This is an optimization exercise on Yosys and OpenROAD, whose aim is small area, a short achievable clock period and few clock cycles, not a production implementation.
Where RTL was checked, it was by simulation tests only, not by an equivalence proof against the original.
The clock port is modelled as an ideal driver; clocking choices that lean on that would not hold on a real chip.
Power is estimated from default activity; no workload was simulated.

==> run K <==
// wildcard_glob_matcher
module wildcard_glob_matcher (
    input  wire               clk,
    input  wire               rst_n,
    input  wire               item_valid,
    output logic              item_ready,
    input  wire  [9:0]        item_in,
    output logic              result_valid,
    input  wire               result_ready,
    output logic [1:0]        result
);
clock: 3.0 ns
lec_check: 0
cap_margin: 20
core_margin: 2
core_utilization: 60
cts_buf_list: sky130_fd_sc_hd__clkbuf_8 sky130_fd_sc_hd__clkbuf_16
cts_cluster_diameter: 100
cts_cluster_size: 30
setup_slack_margin: 1.3
slew_margin: 20
standard.sh (not shown) runs the stock make flow with config.mk's settings and CLKGATE_MAP_FILE= SYNTH_SCRIPT=/design/flow/synth_recipe.tcl, a recipe that flattens the netlist after the stock synthesis.
==> flow/flow/run.sh <==
#!/bin/bash
# Standard layout; after clock tree synthesis the tree's root buffer is taken out so the clock
# port drives the tree's first level (a few buffers) directly, then timing is repaired again.
set -euo pipefail
export POST_CTS_TCL="$PWD/flow/post_cts.tcl"
bash standard.sh > standard_flow.log 2>&1
==> flow/flow/post_cts.tcl <==
set block [ord::get_db_block]
set root [$block findInst clkbuf_0_clk]
if { $root != "NULL" } {
  set in_net [[$root findITerm A] getNet]
  set out_net [[$root findITerm X] getNet]
  set loads {}
  foreach it [$out_net getITerms] {
    if { [$it getInst] != $root } {
      lappend loads $it
    }
  }
  puts "root buffer drives [llength $loads] pins"
  if { [llength $loads] <= 4 && [llength [$out_net getBTerms]] == 0 } {
    foreach it $loads {
      $it disconnect
      $it connect $in_net
    }
    odb::dbInst_destroy $root
    odb::dbNet_destroy $out_net
    puts "root buffer removed"
    estimate_parasitics -placement
    report_clock_latency
    repair_timing_helper
    detailed_placement
    check_placement -verbose
    estimate_parasitics -placement
    report_worst_slack -max
    report_worst_slack -min
  }
}
==> inputs of run X, as changes to run K <==
--- a/flow/flow/run.sh
+++ b/flow/flow/run.sh
@@ -4,2 +4,3 @@
 set -euo pipefail
+export SKIP_CTS_REPAIR_TIMING=1
 export POST_CTS_TCL="$PWD/flow/post_cts.tcl"
- SETUP_SLACK_MARGIN: 1.3 -> 1.5
==> qor summary <==
quantity	run K	run X
Type of destination of the critical path	register	output pin
DP Wirelength	44000 um	43000 um
Portion of the layout cell area used by clock cells	2.55%	2.47%
Placer's final routability congestion estimate	0.828	0.804
Power consumed by combinational cells	1.24 mW	1.26 mW
Routed wirelength normalized by instance count	21.2 um	21.4 um
Portion of the clock cycle consumed by the worst path in the final layout	54.3%	53.6%
Core utilization of the finished layout	65.5%	66.1%
Post-placement setup slack	0.783 ns	0.647 ns
Reg-to-reg slack, setup	1.37 ns	1.43 ns
Pre-Repair DR Iteration Count	5	6
Critical Path Source	c_text	out_v
Pin count of the biggest net entering global routing	65	72
Signal buffers share of area	3.91%	4.19%
Top layer in use	met5	met4
Nets	2677	2674
Via count of the first global-routing pass	19539	19714
FF/Latch Area	20400 sq um	20400 sq um
Pwr Density	486 nW/um^2	482 nW/um^2
Capturing point of the worst reg2reg path	g_cell[35].u_cell.col	a_we_grp[2]
Met1 capacity usage during global routing	36.2%	36.6%
Outcome	complete, no violations	complete, no violations
Testbench counts of run K, summed over its fixed seeds: cycles 56,359.
Testbench counts of run X, summed over its fixed seeds: cycles 56,359.

* * *

==> inputs of 08-03 <==
==> flow/design.v <==
`default_nettype none
package wgm_pkg;
    localparam int MAX_PATTERN = 64;
    localparam int LEN_W       = $clog2(MAX_PATTERN + 1);
    localparam logic [7:0] CH_STAR = 8'h2A;
    localparam logic [7:0] CH_ANY  = 8'h3F;
    typedef logic [LEN_W-1:0] len_t;
    typedef enum logic [1:0] {
        MODE_START   = 2'd0,
        MODE_PATTERN = 2'd1,
        MODE_TEXT    = 2'd2,
        MODE_END     = 2'd3
    } mode_t;
    typedef struct packed {
        mode_t      mode;
        logic [7:0] ch;
    } item_t;
    typedef struct packed {
        logic matched;
        logic error;
    } result_t;
endpackage
`default_nettype wire
`default_nettype none
module wgm_cell (
    input  wire        clk,
    input  wire        we,         
    input  wire  [7:0] ch,         
    input  wire        pat_col,    
    input  wire        text_en,    
    input  wire        prev_col,   
    input  wire        prev_step,  
    output logic       col,
    output logic       step
);
    logic [7:0] char_reg;
    logic       hit_reg;
    logic       is_star;
    assign is_star = (char_reg == wgm_pkg::CH_STAR);
    assign step    = prev_col & hit_reg;
    always_ff @(posedge clk)
    begin
        if (we)
        begin
            char_reg <= ch;
        end
    end
    always_ff @(posedge clk)
    begin
        hit_reg <= (char_reg == ch) || (char_reg == wgm_pkg::CH_ANY);
    end
    always_ff @(posedge clk)
    begin
        if (we)
        begin
            col <= pat_col;
        end
        else if (text_en)
        begin
            col <= is_star ? (prev_step | col) : step;
        end
    end
endmodule
`default_nettype wire
`default_nettype none
module wildcard_glob_matcher (
    input  wire               clk,
    input  wire               rst_n,
    input  wire               item_valid,
    output logic              item_ready,
    input  wire  [9:0]        item_in,
    output logic              result_valid,
    input  wire               result_ready,
    output logic [1:0]        result
);
    localparam int N  = wgm_pkg::MAX_PATTERN;
    localparam int NH = N / 8 + 1;
    wgm_pkg::item_t      item;
    assign item = wgm_pkg::item_t'(item_in);
    logic                ready_reg;
    logic                accept;
    assign item_ready = ready_reg;
    assign accept     = item_valid && ready_reg;
    logic                do_start;
    logic                do_pat;
    logic                do_text;
    logic                do_end;
    logic                is_star_in;
    logic                pat_ok;
    logic                pat_we;
    logic [6:0]          pat_len_reg;
    logic [NH-1:0]       slot_hi_reg;
    logic [7:0]          slot_lo_reg;
    logic                text_started_reg;
    logic                error_reg;
    logic                last_star_reg;
    logic                all_star_reg;
    assign do_start   = accept && (item.mode == wgm_pkg::MODE_START);
    assign do_pat     = accept && (item.mode == wgm_pkg::MODE_PATTERN);
    assign do_text    = accept && (item.mode == wgm_pkg::MODE_TEXT);
    assign do_end     = accept && (item.mode == wgm_pkg::MODE_END);
    assign is_star_in = (item.ch == wgm_pkg::CH_STAR);
    assign pat_ok     = !text_started_reg && !pat_len_reg[6];
    assign pat_we     = do_pat && pat_ok && !(is_star_in && last_star_reg);
    always_ff @(posedge clk or negedge rst_n)
    begin
        if (!rst_n)
        begin
            pat_len_reg      <= '0;
            slot_hi_reg      <= NH'(1);
            slot_lo_reg      <= 8'd1;
            text_started_reg <= 1'b0;
            error_reg        <= 1'b0;
            last_star_reg    <= 1'b0;
            all_star_reg     <= 1'b1;
        end
        else if (do_start)
        begin
            pat_len_reg      <= '0;
            slot_hi_reg      <= NH'(1);
            slot_lo_reg      <= 8'd1;
            text_started_reg <= 1'b0;
            error_reg        <= 1'b0;
            last_star_reg    <= 1'b0;
            all_star_reg     <= 1'b1;
        end
        else if (do_pat)
        begin
            if (pat_ok)
            begin
                pat_len_reg   <= pat_len_reg + 1'b1;
                last_star_reg <= is_star_in;
                all_star_reg  <= all_star_reg && is_star_in;
                if (pat_we)
                begin
                    slot_lo_reg <= {slot_lo_reg[6:0], slot_lo_reg[7]};
                    if (slot_lo_reg[7])
                    begin
                        slot_hi_reg <= {slot_hi_reg[NH-2:0], 1'b0};
                    end
                end
            end
            else
            begin
                error_reg <= 1'b1;
            end
        end
        else if (do_text)
        begin
            text_started_reg <= 1'b1;
        end
    end
    logic                c_text;
    logic                c_end;
    logic                c_text_seen;
    always_ff @(posedge clk or negedge rst_n)
    begin
        if (!rst_n)
        begin
            c_text      <= 1'b0;
            c_end       <= 1'b0;
            c_text_seen <= 1'b0;
        end
        else
        begin
            c_text <= do_text;
            c_end  <= do_end;
            c_text_seen <= text_started_reg;
        end
    end
    logic [N:0]          col;
    logic [N:0]          step;
    logic [N-1:0]        we;
    assign col[0]  = !c_text_seen;
    assign step[0] = 1'b0;
    for (genvar i = 0; i < N; i++)
    begin : g_cell
        assign we[i] = pat_we && slot_hi_reg[i / 8] && slot_lo_reg[i % 8];
        wgm_cell u_cell (
            .clk       (clk),
            .we        (we[i]),
            .ch        (item.ch),
            .pat_col   (all_star_reg && is_star_in),
            .text_en   (c_text),
            .prev_col  (col[i]),
            .prev_step (step[i]),
            .col       (col[i+1]),
            .step      (step[i+1])
        );
    end
    logic [NH-1:0]       grp_hit;
    logic                matched_now;
    for (genvar h = 0; h < NH; h++)
    begin : g_grp
        logic [7:0] part;
        for (genvar l = 0; l < 8; l++)
        begin : g_lo
            if (8 * h + l <= N)
            begin : g_on
                assign part[l] = col[8 * h + l] && slot_lo_reg[l];
            end
            else
            begin : g_off
                assign part[l] = 1'b0;
            end
        end
        assign grp_hit[h] = slot_hi_reg[h] && (|part);
    end
    assign matched_now = |grp_hit;
    logic                out_v;
    logic [1:0]          out_r;
    logic                skid_v;
    logic [1:0]          skid_r;
    logic [1:0]          new_r;
    logic                pop;
    logic                out_v_next;
    logic                skid_v_next;
    assign new_r = {matched_now, error_reg};
    assign pop   = out_v && result_ready;
    always_comb
    begin
        out_v_next  = out_v;
        skid_v_next = skid_v;
        if (pop)
        begin
            if (skid_v)
            begin
                skid_v_next = c_end;
            end
            else
            begin
                out_v_next = c_end;
            end
        end
        else if (c_end)
        begin
            if (out_v)
            begin
                skid_v_next = 1'b1;
            end
            else
            begin
                out_v_next = 1'b1;
            end
        end
    end
    always_ff @(posedge clk or negedge rst_n)
    begin
        if (!rst_n)
        begin
            out_v     <= 1'b0;
            skid_v    <= 1'b0;
            ready_reg <= 1'b1;
        end
        else
        begin
            out_v     <= out_v_next;
            skid_v    <= skid_v_next;
            ready_reg <= (32'(out_v_next) + 32'(skid_v_next) + 32'(do_end)) <= 1;
        end
    end
    always_ff @(posedge clk)
    begin
        if (pop)
        begin
            out_r <= skid_v ? skid_r : new_r;
        end
        else if (!out_v)
        begin
            out_r <= new_r;
        end
        if (c_end && (skid_v ? pop : (out_v && !pop)))
        begin
            skid_r <= new_r;
        end
    end
    assign result_valid = out_v;
    assign result       = out_r;
endmodule
`default_nettype wire
==> flow/run.sh <==
#!/bin/bash
# synth_recipe.tcl (not shown) runs the flow's synth.tcl, then flattens the netlist and writes it again
# the make line also repeats each setting of config.mk as NAME=value (left out here)
make -C /OpenROAD-flow-scripts/flow DESIGN_CONFIG=/design/flow/config.mk WORK_HOME=/design/flow/orfs CLKGATE_MAP_FILE= SYNTH_SCRIPT=/design/flow/synth_recipe.tcl finish
==> flow/config.mk <==
export PLATFORM = sky130hd
export DESIGN_NAME = wildcard_glob_matcher
export DESIGN_NICKNAME = wildcard_glob_matcher
export VERILOG_FILES = /design/flow/design.v
export SDC_FILE = /design/flow/constraint.sdc
export NUM_CORES = 4
export LEC_CHECK = 0
export CAP_MARGIN = 20
export CORE_MARGIN = 2
export CORE_UTILIZATION = 60
export SETUP_SLACK_MARGIN = 0.8
export SLEW_MARGIN = 20
==> flow/constraint.sdc <==
create_clock -name core_clock -period 3.0 [get_ports {clk}]
set_input_delay 0.6000 -clock core_clock [delete_from_list [all_inputs] [get_ports {clk}]]
set_output_delay 0.6000 -clock core_clock [all_outputs]
set_load 0.01 [all_outputs]
==> 04-18 (differences from 08-03) <==
Settings changed: CTS_BUF_LIST from default to sky130_fd_sc_hd__clkbuf_8 sky130_fd_sc_hd__clkbuf_16, CTS_CLUSTER_DIAMETER from default to 100, CTS_CLUSTER_SIZE from default to 30.
==> 05-19 (differences from 08-03) <==
--- a/flow/design.v
+++ b/flow/design.v
@@ -81,11 +81,37 @@
     logic                accept;
     assign item_ready = ready_reg;
     assign accept     = item_valid && ready_reg;
-    logic                do_start;
-    logic                do_pat;
-    logic                do_text;
-    logic                do_end;
-    logic                is_star_in;
+    logic                a_start;
+    logic                a_pat;
+    logic                a_text;
+    logic                a_end;
+    logic                a_star;
+    logic [7:0]          a_ch;
+    always_ff @(posedge clk or negedge rst_n)
+    begin
+        if (!rst_n)
+        begin
+            a_start <= 1'b0;
+            a_pat   <= 1'b0;
+            a_text  <= 1'b0;
+            a_end   <= 1'b0;
+        end
+        else
+        begin
+            a_start <= accept && (item.mode == wgm_pkg::MODE_START);
+            a_pat   <= accept && (item.mode == wgm_pkg::MODE_PATTERN);
+            a_text  <= accept && (item.mode == wgm_pkg::MODE_TEXT);
+            a_end   <= accept && (item.mode == wgm_pkg::MODE_END);
+        end
+    end
+    always_ff @(posedge clk)
+    begin
+        if (accept)
+        begin
+            a_ch   <= item.ch;
+            a_star <= (item.ch == wgm_pkg::CH_STAR);
+        end
+    end
     logic                pat_ok;
     logic                pat_we;
     logic [6:0]          pat_len_reg;
@@ -95,13 +121,8 @@
     logic                error_reg;
     logic                last_star_reg;
     logic                all_star_reg;
-    assign do_start   = accept && (item.mode == wgm_pkg::MODE_START);
-    assign do_pat     = accept && (item.mode == wgm_pkg::MODE_PATTERN);
-    assign do_text    = accept && (item.mode == wgm_pkg::MODE_TEXT);
-    assign do_end     = accept && (item.mode == wgm_pkg::MODE_END);
-    assign is_star_in = (item.ch == wgm_pkg::CH_STAR);
-    assign pat_ok     = !text_started_reg && !pat_len_reg[6];
-    assign pat_we     = do_pat && pat_ok && !(is_star_in && last_star_reg);
+    assign pat_ok = !text_started_reg && !pat_len_reg[6];
+    assign pat_we = a_pat && pat_ok && !(a_star && last_star_reg);
     always_ff @(posedge clk or negedge rst_n)
     begin
         if (!rst_n)
@@ -114,7 +135,7 @@
             last_star_reg    <= 1'b0;
             all_star_reg     <= 1'b1;
         end
-        else if (do_start)
+        else if (a_start)
         begin
             pat_len_reg      <= '0;
             slot_hi_reg      <= NH'(1);
@@ -124,13 +145,13 @@
             last_star_reg    <= 1'b0;
             all_star_reg     <= 1'b1;
         end
-        else if (do_pat)
+        else if (a_pat)
         begin
             if (pat_ok)
             begin
                 pat_len_reg   <= pat_len_reg + 1'b1;
-                last_star_reg <= is_star_in;
-                all_star_reg  <= all_star_reg && is_star_in;
+                last_star_reg <= a_star;
+                all_star_reg  <= all_star_reg && a_star;
                 if (pat_we)
                 begin
                     slot_lo_reg <= {slot_lo_reg[6:0], slot_lo_reg[7]};
@@ -145,7 +166,7 @@
                 error_reg <= 1'b1;
             end
         end
-        else if (do_text)
+        else if (a_text)
         begin
             text_started_reg <= 1'b1;
         end
@@ -163,24 +184,29 @@
         end
         else
         begin
-            c_text <= do_text;
-            c_end  <= do_end;
+            c_text      <= a_text;
+            c_end       <= a_end;
             c_text_seen <= text_started_reg;
         end
     end
     logic [N:0]          col;
     logic [N:0]          step;
     logic [N-1:0]        we;
+    logic [NH-1:0]       we_grp;
     assign col[0]  = !c_text_seen;
     assign step[0] = 1'b0;
+    for (genvar h = 0; h < NH; h++)
+    begin : g_we
+        assign we_grp[h] = pat_we && slot_hi_reg[h];
+    end
     for (genvar i = 0; i < N; i++)
     begin : g_cell
-        assign we[i] = pat_we && slot_hi_reg[i / 8] && slot_lo_reg[i % 8];
+        assign we[i] = we_grp[i / 8] && slot_lo_reg[i % 8];
         wgm_cell u_cell (
             .clk       (clk),
             .we        (we[i]),
-            .ch        (item.ch),
-            .pat_col   (all_star_reg && is_star_in),
+            .ch        (a_ch),
+            .pat_col   (all_star_reg && a_star),
             .text_en   (c_text),
             .prev_col  (col[i]),
             .prev_step (step[i]),
@@ -256,7 +282,8 @@
         begin
             out_v     <= out_v_next;
             skid_v    <= skid_v_next;
-            ready_reg <= (32'(out_v_next) + 32'(skid_v_next) + 32'(do_end)) <= 1;
+            ready_reg <= (32'(out_v_next) + 32'(skid_v_next) + 32'(a_end)
+                          + 32'(accept && (item.mode == wgm_pkg::MODE_END))) <= 1;
         end
     end
     always_ff @(posedge clk)
Settings changed: CORE_UTILIZATION 60 to 70, SETUP_SLACK_MARGIN 0.8 to 1.3.
==> impl_results.md <==
* Top cells by count, synth: edfxtp_1, xnor2_1, nand4_1, nor2_1, nand2_1
* Status: complete, no violations
* ClkCell Share at 0.06282
* Post-DP HPWL at ~38 mm
* CTS H-tree lvls at 3
* Clock buffer count in the final layout at approximately 100
* Pin count of the biggest net entering global routing at 129
* Seq group at 10.6 mW
* Cell at the slowest stage of the critical path: or4_4
That was 08-03.
==> impl_results.md <==
* CTS H-tree lvls at 3
* ClkCell Share at 0.05835
* Syn Area/Cell at 13.22 um2
* Cell at the slowest stage of the critical path: dfrtp_2
* Portion of netlist area occupied by mux cells at 0.02426
* Clock buffer count in the final layout at 97
* Pin count of the biggest net entering global routing at 87
* Seq group at 11.2 mW
* Status: complete, no violations
* All-layer global routing usage at 0.3378
* N_taps at 600
* Top cells by count, synth: edfxtp_1, xnor2_1, a21oi_1, nand4_1, nand2_1
That was 05-19.
==> impl_results.md <==
* Cell at the slowest stage of the critical path: or4_4
* Power Clock at 4.38 mW
* Routed wire length at roughly 67 mm
* Top cells by count, synth: edfxtp_1, xnor2_1, nand4_1, nor2_1, nand2_1
* Post-DP HPWL at slightly below 40 mm
* Number of synthesized flops with an enable pin at 580
* Status: complete, no violations
* Clock buffer count in the final layout at 29
* CTS H-tree lvls at 1
* ClkCell Share at 0.02324
That was 04-18.
No functional check of the RTL was part of any run of this note.

-- re-timing with driven ports --
In the flow no input, the clock included, has a driving cell. The finished layouts below were timed again as built, in two steps.
Step 1 (the two cells are an assumption about what drives the block):
set clk [get_ports {clk}]
set_driving_cell -lib_cell sky130_fd_sc_hd__clkbuf_16 $clk
set_driving_cell -lib_cell sky130_fd_sc_hd__buf_2 [delete_from_list [all_inputs] $clk]
Step 2, shift: input delay + t, output delay - t, t = (earliest + latest rising clock arrival at the registers) / 2. This alone moves slack from input paths to output paths.
Slacks: ideal / step 1 / step 2; pairs: ideal / step 1.
run | t (ns) | setup WS [ns] | slew at the worst register clock pin (ns) | pins driven straight from the clock port
run K | 0.549 | 1.371 / 1.298 / 0.892 | 0.12 / 0.12 | 2
run X | 0.553 | 1.391 / 1.310 / 0.886 | 0.11 / 0.11 | 2
08-03 | 0.647 | 0.551 / 0.551 / -0.054 | 0.06 / 0.06 | 1
04-18 | 0.656 | 0.547 / 0.547 / -0.063 | 0.12 / 0.12 | 1
05-19 | 0.660 | 0.690 / 0.690 / 0.690 | 0.07 / 0.07 | 1
With both steps, setup timing fails in 08-03 and 04-18, where it was met with ideal ports. The setup slack of 04-18, which loses most, moves by 0.000 ns with the drivers and by -0.610 ns with both steps.
